From an optimization exercise on the open Yosys and OpenROAD flow, aimed at small area; shortcuts taken in it are not production practice. The RTL was checked by simulation tests, not by an equivalence proof against the original design. Power figures rest on the tool's default switching activity, not on a simulated workload. The flow treats the clock pin as an ideal source, which a real chip does not have.

## bp_top
module bp_top (
	input logic clk,
	input logic rst_n,
	input bp_pkg::alu_op_t i_alu_op,
	input bp_pkg::pc_t i_pc,
	input bp_pkg::pc_t i_imm,
	input logic i_resolve,
	input logic i_taken,
	output logic o_pred_taken,
	output bp_pkg::pc_t o_next_pc
);
	logic [15:0] hist_q;
	logic [1:0] base_q [64];
	logic [31:0] t1_v_q;
	logic [3:0] t1_tag_q [32];
	logic [2:0] t1_ctr_q [32];
	logic [31:0] t2_v_q;
	logic [3:0] t2_tag_q [32];
	logic [2:0] t2_ctr_q [32];
	logic rec_v_q;
	logic [5:0] rec_base_idx_q;
	logic [4:0] rec_t1_idx_q;
	logic [3:0] rec_t1_tag_q;
	logic [4:0] rec_t2_idx_q;
	logic [3:0] rec_t2_tag_q;
	logic rec_p1_q;    
	logic rec_p2_q;    
	logic [2:0] rec_ctr_q;
	logic [4:0] f1_idx, f2_idx;
	logic [3:0] f1_tag, f2_tag;
	bp_fold u_fold (
		.i_hist(hist_q),
		.o_f1_idx(f1_idx),
		.o_f1_tag(f1_tag),
		.o_f2_idx(f2_idx),
		.o_f2_tag(f2_tag)
	);
	logic [5:0] base_idx;
	logic [4:0] t1_idx, t2_idx;
	logic [3:0] t1_tag, t2_tag;
	assign base_idx = i_pc[7:2];
	assign t1_idx = i_pc[6:2] ^ f1_idx;
	assign t2_idx = i_pc[6:2] ^ f2_idx;
	assign t1_tag = i_pc[10:7] ^ f1_tag;
	assign t2_tag = i_pc[10:7] ^ f2_tag;
	logic [1:0] base_rd;
	logic [2:0] t1_ctr, t2_ctr;
	logic t1_hit, t2_hit;
	logic [31:0] t1_sel, t2_sel;
	logic [255:0] t1_flat, t2_flat;
	logic [7:0] t1_ent, t2_ent;
	always_comb begin
		for (int i = 0; i < 32; i++) begin
			t1_flat[i*8 +: 8] = {t1_v_q[i], t1_tag_q[i], t1_ctr_q[i]};
			t2_flat[i*8 +: 8] = {t2_v_q[i], t2_tag_q[i], t2_ctr_q[i]};
		end
	end
	bp_dec5 u_t1_dec (.i_a(i_pc[6:2]), .i_b(f1_idx), .o_y(t1_sel));
	bp_dec5 u_t2_dec (.i_a(i_pc[6:2]), .i_b(f2_idx), .o_y(t2_sel));
	logic [7:0] t1_ent_n, t2_ent_n;
	bp_aor32n u_t1_rd (.i_sel(t1_sel), .i_d(t1_flat), .o_yn(t1_ent_n));
	bp_aor32n u_t2_rd (.i_sel(t2_sel), .i_d(t2_flat), .o_yn(t2_ent_n));
	assign t1_ent = ~t1_ent_n;
	assign t2_ent = ~t2_ent_n;
  ...
For scale: about 2,200 cells after synthesis, roughly 690 flip-flops, roughly 110 I/O pins, ~0.029 sq mm of cells after synthesis.
export LEC_CHECK = 0
export CAP_MARGIN = 5
export CORE_MARGIN = 2
export CORE_UTILIZATION = 60
export CTS_BUF_LIST = sky130_fd_sc_hd__clkbuf_16
export CTS_CLUSTER_DIAMETER = 80
export CTS_CLUSTER_SIZE = 30
export GPL_TIMING_DRIVEN = 0
export SETUP_SLACK_MARGIN = 0.05
export SLEW_MARGIN = 5
export SYNTH_HIERARCHICAL = 1
create_clock -name core_clock -period 7.0 [get_ports {clk}]
standard.sh (not shown) runs the stock make flow with config.mk's settings and CLKGATE_MAP_FILE= SYNTH_SCRIPT=/design/flow/synth_recipe.tcl, a recipe that flattens the netlist after the stock synthesis.
==> flow/flow/run.sh <==
#!/bin/bash
# Standard ORFS layout with three changes: yosys/abc buffers are removed at floorplan
# (repair_design re-buffers what needs it), ports get the smallest buffer cell, and
# CTS adds no dummy loads. Each tool's output stays in orfs/logs; make's own output
# goes to standard.log.
set -euo pipefail
export REMOVE_ABC_BUFFERS=1
export RECOVER_POWER=100
export POST_GLOBAL_ROUTE_TCL="$PWD/flow/post_grt.tcl"
export BUFFER_PORTS_ARGS="-buffer_cell sky130_fd_sc_hd__buf_1"
export CTS_ARGS="-sink_clustering_enable -repair_clock_nets -sink_clustering_size 30 -sink_clustering_max_diameter 80 -buf_list sky130_fd_sc_hd__clkbuf_16 -dont_use_dummy_load"
bash standard.sh > standard.log 2>&1
==> flow/flow/post_grt.tcl <==
# After power recovery has downsized gates with slack, fix any slew or load
# that the downsizing pushed over the limits, then setup timing again.
global_route -start_incremental
repair_design -slew_margin 5 -cap_margin 5 -match_cell_footprint -verbose
detailed_placement
global_route -end_incremental
estimate_parasitics -global_routing
global_route -start_incremental
repair_timing -setup -setup_margin 0.05 -match_cell_footprint -verbose
detailed_placement
global_route -end_incremental
estimate_parasitics -global_routing
The starting point ran to the end with no violations.
Edit:
--- a/flow/flow/post_grt.tcl
+++ b/flow/flow/post_grt.tcl
@@ -9 +9 @@
-repair_timing -setup -setup_margin 0.05 -match_cell_footprint -verbose
+repair_timing -setup -setup_margin 0.02 -match_cell_footprint -verbose
SETUP_SLACK_MARGIN = 0.02   (was 0.05)
=> Hold slack is about the same; clock-buffer cell count stays the same; die area does not change; final area stays flat; sequential power stays flat; sequential share of layout area went up by 0.12 points; non-clock buffer count went down by 3.
Edit:
CORE_UTILIZATION = 68   (was 60)
Effect:
- worst setup slack degrades by 0.068 ns
- wire length drops by 2.1%
- synthesized cell count stays the same
- die area drops by 12%
- critical path depth drops by 2
- via count climbs by 2.0%
- global-route usage climbs by 3.0 points
Edit:
--- a/flow/flow/post_grt.tcl
+++ b/flow/flow/post_grt.tcl
@@ -9 +9 @@
-repair_timing -setup -setup_margin 0.02 -match_cell_footprint -verbose
+repair_timing -setup -setup_margin 0.05 -match_cell_footprint -verbose
CORE_UTILIZATION = 65   (was 68)
PLACE_DENSITY = 0.9   (was not set)
SETUP_SLACK_MARGIN = 0.05   (was 0.02)
After rerunning: With this change the flow finished but failed the layout checks on setup timing. Wire length went up by about 6%. Clock power is lower by about 7%. Worst setup slack loses 0.13 ns. Clock skew falls by 0.018 ns. Power barely changes. Area after synthesis is unchanged. Utilization falls by 3.0 points. Sequential cell count stays the same.

========
Another version of the RTL of bp_top (not shown whole).
==> flow/config.mk <==
export PLATFORM = sky130hd
export DESIGN_NAME = bp_top
export DESIGN_NICKNAME = bp_top
export VERILOG_FILES = /design/flow/design.v
export SDC_FILE = /design/flow/constraint.sdc
export NUM_CORES = 4
export LEC_CHECK = 0
export CAP_MARGIN = 20
export CORE_MARGIN = 2
export CORE_UTILIZATION = 55
export CTS_BUF_LIST = sky130_fd_sc_hd__clkbuf_4 sky130_fd_sc_hd__clkbuf_8
export SETUP_SLACK_MARGIN = 0
export SLEW_MARGIN = 20
==> flow/constraint.sdc <==
create_clock -name core_clock -period 7.0 [get_ports {clk}]
set_input_delay 1.4000 -clock core_clock [delete_from_list [all_inputs] [get_ports {clk}]]
set_output_delay 1.4000 -clock core_clock [all_outputs]
set_load 0.01 [all_outputs]
run.sh (not shown) runs the stock make flow with config.mk's settings and CLKGATE_MAP_FILE= SYNTH_SCRIPT=/design/flow/synth_recipe.tcl, a recipe that flattens the netlist after the stock synthesis.
Stock flow here: none of the scripts above is used.
The baseline passed the timing, DRC and antenna checks.
Next try:
==> flow/flow/run.sh (new file) <==
#!/bin/bash
# Standard ORFS layout with three changes: yosys/abc buffers are removed at floorplan
# (repair_design re-buffers what needs it), ports get the smallest buffer cell, and
# CTS adds no dummy loads. Each tool's output stays in orfs/logs; make's own output
# goes to standard.log.
set -euo pipefail
export REMOVE_ABC_BUFFERS=1
export BUFFER_PORTS_ARGS="-buffer_cell sky130_fd_sc_hd__buf_2"
export CTS_ARGS="-sink_clustering_enable -repair_clock_nets -sink_clustering_size 30 -sink_clustering_max_diameter 80 -buf_list sky130_fd_sc_hd__clkbuf_16 -dont_use_dummy_load"
bash standard.sh > standard.log 2>&1
==> flow/standard.sh (new file) <==
#!/bin/bash
# synth_recipe.tcl (not shown) runs the flow's synth.tcl, then flattens the netlist and writes it again
# the make line also repeats each setting of config.mk as NAME=value (left out here)
make -C /OpenROAD-flow-scripts/flow DESIGN_CONFIG=/design/flow/config.mk WORK_HOME=/design/flow/orfs CLKGATE_MAP_FILE= SYNTH_SCRIPT=/design/flow/synth_recipe.tcl "${@:-finish}"
CORE_UTILIZATION = 60   (was 55)
CTS_BUF_LIST = sky130_fd_sc_hd__clkbuf_16   (was sky130_fd_sc_hd__clkbuf_4 sky130_fd_sc_hd__clkbuf_8)
CTS_CLUSTER_DIAMETER = 80   (was unset)
CTS_CLUSTER_SIZE = 30   (was unset)
GPL_TIMING_DRIVEN = 0   (was unset)
SETUP_SLACK_MARGIN = 0.05   (was 0)
removed: flow/run.sh
What happened: Cell count falls by 11%; routed wire length shrinks by 8.6%; via count is lower by 6.1%.

========
## run 1
bp_top, a different RTL version from the one above (not shown whole).
For scale: roughly 2200 cells after synthesis, ~690 flip-flops, ~110 I/O pins, roughly 29000 sq um of cells after synthesis.
==> flow/config.mk <==
export PLATFORM = sky130hd
export DESIGN_NAME = bp_top
export DESIGN_NICKNAME = bp_top
export VERILOG_FILES = /design/flow/design.v
export SDC_FILE = /design/flow/constraint.sdc
export NUM_CORES = 4
export LEC_CHECK = 0
export CAP_MARGIN = 5
export CORE_MARGIN = 2
export CORE_UTILIZATION = 65
export CTS_BUF_LIST = sky130_fd_sc_hd__clkbuf_16
export CTS_CLUSTER_DIAMETER = 80
export CTS_CLUSTER_SIZE = 30
export GPL_TIMING_DRIVEN = 0
export PLACE_DENSITY = 0.8
export SETUP_SLACK_MARGIN = 0.1
export SLEW_MARGIN = 5
export SYNTH_HIERARCHICAL = 1
==> flow/constraint.sdc <==
create_clock -name core_clock -period 7.0 [get_ports {clk}]
set_input_delay 1.4000 -clock core_clock [delete_from_list [all_inputs] [get_ports {clk}]]
set_output_delay 1.4000 -clock core_clock [all_outputs]
set_load 0.01 [all_outputs]
standard.sh (not shown) runs the stock make flow with config.mk's settings and CLKGATE_MAP_FILE= SYNTH_SCRIPT=/design/flow/synth_recipe.tcl, a recipe that flattens the netlist after the stock synthesis.
==> flow/flow/run.sh <==
#!/bin/bash
# Standard ORFS layout with three changes: yosys/abc buffers are removed at floorplan
# (repair_design re-buffers what needs it), ports get the smallest buffer cell, and
# CTS adds no dummy loads. Each tool's output stays in orfs/logs; make's own output
# goes to standard.log.
set -euo pipefail
export REMOVE_ABC_BUFFERS=1
export RECOVER_POWER=100
export POST_GLOBAL_ROUTE_TCL="$PWD/flow/post_grt.tcl"
export BUFFER_PORTS_ARGS="-buffer_cell sky130_fd_sc_hd__buf_1"
export CTS_ARGS="-sink_clustering_enable -repair_clock_nets -sink_clustering_size 30 -sink_clustering_max_diameter 100 -buf_list sky130_fd_sc_hd__clkbuf_16 -dont_use_dummy_load"
bash standard.sh > standard.log 2>&1
==> flow/flow/post_grt.tcl <==
# After power recovery has downsized gates with slack, fix any slew or load
# that the downsizing pushed over the limits, then setup timing again.
global_route -start_incremental
repair_design -slew_margin 5 -cap_margin 5 -match_cell_footprint -verbose
detailed_placement
global_route -end_incremental
estimate_parasitics -global_routing
global_route -start_incremental
repair_timing -setup -setup_margin 0.1 -match_cell_footprint -verbose
detailed_placement
global_route -end_incremental
estimate_parasitics -global_routing
Changes in run 2 relative to run 1:
- clearing PLACE_DENSITY, which used to be 0.8
- swapping 0.1 for 0.05 in SETUP_SLACK_MARGIN
--- a/flow/flow/run.sh
+++ b/flow/flow/run.sh
@@ -9,4 +9,4 @@
 export POST_GLOBAL_ROUTE_TCL="$PWD/flow/post_grt.tcl"
 export BUFFER_PORTS_ARGS="-buffer_cell sky130_fd_sc_hd__buf_1"
-export CTS_ARGS="-sink_clustering_enable -repair_clock_nets -sink_clustering_size 30 -sink_clustering_max_diameter 100 -buf_list sky130_fd_sc_hd__clkbuf_16 -dont_use_dummy_load"
+export CTS_ARGS="-sink_clustering_enable -repair_clock_nets -sink_clustering_size 30 -sink_clustering_max_diameter 80 -buf_list sky130_fd_sc_hd__clkbuf_16 -dont_use_dummy_load"
 bash standard.sh > standard.log 2>&1
--- a/flow/flow/post_grt.tcl
+++ b/flow/flow/post_grt.tcl
@@ -7,5 +7,5 @@
 estimate_parasitics -global_routing
 global_route -start_incremental
-repair_timing -setup -setup_margin 0.1 -match_cell_footprint -verbose
+repair_timing -setup -setup_margin 0.05 -match_cell_footprint -verbose
 detailed_placement
 global_route -end_incremental
### Flow results
Against run 1 as the reference, run 2 delivers a higher number of buffers added by the clock tree synthesis step. Combined area of the multi-input logic cells across run 1 and run 2: no real change. Power: run 1 and run 2 compared, higher one is run 2. Run 2 against run 1: critical path depth was more or less identical; buffer count excluding the clock tree in the final layout lost about 5.5%; final cell count was more or less identical.
--- input diff run 2..run 3 ---
- PLACE_DENSITY: unset -> 0.8
- SETUP_SLACK_MARGIN: 0.05 -> 0.1
==> flow/flow/run.sh <==
#!/bin/bash
# The standard ORFS layout (standard.sh), with these changes:
#  - yosys/abc buffers are removed at floorplan; repair_design re-buffers what needs it
#  - every port still gets a buffer, of the smallest buffer cell
#  - CTS uses fixed sink clusters and adds no dummy loads
#  - after global routing, gates with slack are downsized (RECOVER_POWER), then
#    flow/post_grt.tcl repairs slew, load and setup timing again
# Each tool's full output stays in orfs/logs/; make's own output goes to standard.log.
set -euo pipefail
export REMOVE_ABC_BUFFERS=1
export RECOVER_POWER=100
export POST_GLOBAL_ROUTE_TCL="$PWD/flow/post_grt.tcl"
export BUFFER_PORTS_ARGS="-buffer_cell sky130_fd_sc_hd__buf_1"
export CTS_ARGS="-sink_clustering_enable -repair_clock_nets -sink_clustering_size 30 -sink_clustering_max_diameter 100 -buf_list sky130_fd_sc_hd__clkbuf_16 -dont_use_dummy_load"
bash standard.sh > standard.log 2>&1
--- a/flow/flow/post_grt.tcl
+++ b/flow/flow/post_grt.tcl
@@ -7,5 +7,5 @@
 estimate_parasitics -global_routing
 global_route -start_incremental
-repair_timing -setup -setup_margin 0.05 -match_cell_footprint -verbose
+repair_timing -setup -setup_margin 0.1 -match_cell_footprint -verbose
 detailed_placement
 global_route -end_incremental
[summary]
Between run 2 and run 3, the proportion of power drawn by the clock network is lower for run 3. Fmax: run 3 below run 2. In the tables for run 2 and run 3, global-route usage over all layers reads higher with run 2. Between run 2 and run 3, combinational power increased. Per the comparison of run 3 with run 2, adder and majority gate portion of the synthesized area comparable, core utilization has decreased, design area moved down. On final setup slack of the worst path, run 3 does worse than run 2.
What run 4 does differently from run 3 at the input level:
- PLACE_DENSITY no longer set, was 0.8
- SETUP_SLACK_MARGIN now 0.05, was 0.1
--- a/flow/flow/run.sh
+++ b/flow/flow/run.sh
@@ -12,4 +12,4 @@
 export POST_GLOBAL_ROUTE_TCL="$PWD/flow/post_grt.tcl"
 export BUFFER_PORTS_ARGS="-buffer_cell sky130_fd_sc_hd__buf_1"
-export CTS_ARGS="-sink_clustering_enable -repair_clock_nets -sink_clustering_size 30 -sink_clustering_max_diameter 100 -buf_list sky130_fd_sc_hd__clkbuf_16 -dont_use_dummy_load"
+export CTS_ARGS="-sink_clustering_enable -repair_clock_nets -sink_clustering_size 30 -sink_clustering_max_diameter 80 -buf_list sky130_fd_sc_hd__clkbuf_16 -dont_use_dummy_load"
 bash standard.sh > standard.log 2>&1
--- a/flow/flow/post_grt.tcl
+++ b/flow/flow/post_grt.tcl
@@ -7,5 +7,5 @@
 estimate_parasitics -global_routing
 global_route -start_incremental
-repair_timing -setup -setup_margin 0.1 -match_cell_footprint -verbose
+repair_timing -setup -setup_margin 0.05 -match_cell_footprint -verbose
 detailed_placement
 global_route -end_incremental
Results
Run 4 was carried through to the last stage, and its layout satisfied the timing, DRC and antenna checks.
Run 4 gives more number of buffers created by CTS than run 3 did.
Cmp run 4 vs run 3: power higher in run 4
In run 4 relative to run 3, number of fillers in the final layout had gone up slightly.
Between run 4 and run 3, it is run 4 whose final worst-path cycle share is lower, by 1.4 points.
The higher clock share of power came out of run 4.

## static timing again, ports no longer ideal
The flow's constraints put no driver on any port. The routed layouts listed below were extracted and timed again, unchanged, in two steps. Step 1 (the two cells are an assumption about what drives the block):
set clk [get_ports {clk}]
set_driving_cell -lib_cell sky130_fd_sc_hd__clkbuf_16 $clk
set_driving_cell -lib_cell sky130_fd_sc_hd__buf_2 [delete_from_list [all_inputs] $clk]
Step 2 times the ports against the registers' clock, not the clock port: input delays grow and output delays shrink by t, the midpoint of the rising clock arrivals with the driver on. a / b / c = ideal ports / drivers / drivers and shift; a / b = the first two.
| run | t, ns | setup WS [ns] | clock arrival spread, ns | slew at the worst register clock pin (ns) | worst data-port slew with drivers (ns) |
|---|---|---|---|---|---|
| the first run of note 1 | 0.607 | 0.163 / 0.134 / 0.134 | 0.102 / 0.102 | 0.11 / 0.11 | 0.08 |
| the second run of note 1 | 0.609 | 0.159 / 0.137 / 0.137 | 0.105 / 0.105 | 0.11 / 0.11 | 0.08 |
| the third run of note 1 | 0.602 | 0.091 / 0.066 / 0.066 | 0.082 / 0.082 | 0.11 / 0.11 | 0.11 |
| the fourth run of note 1 | 0.659 | -0.034 / -0.073 / -0.073 | 0.069 / 0.069 | 0.11 / 0.11 | 0.12 |
| the first run of note 2 | 0.774 | 0.110 / 0.082 / 0.082 | 0.032 / 0.033 | 0.07 / 0.07 | 0.10 |
| the second run of note 2 | 0.671 | 0.151 / 0.028 / 0.028 | 0.061 / 0.062 | 0.12 / 0.12 | 0.15 |
| run 1 | 0.643 | 0.103 / 0.032 / 0.032 | 0.063 / 0.063 | 0.12 / 0.12 | 0.10 |
| run 2 | 0.615 | 0.198 / 0.172 / 0.172 | 0.066 / 0.066 | 0.11 / 0.11 | 0.10 |
| run 3 | 0.643 | 0.103 / 0.032 / 0.032 | 0.063 / 0.063 | 0.12 / 0.12 | 0.10 |
| run 4 | 0.615 | 0.198 / 0.172 / 0.172 | 0.066 / 0.066 | 0.11 / 0.11 | 0.10 |
The setup slack of the second run of note 2, which loses most, moves by -0.123 ns with the drivers and by -0.123 ns with both steps.
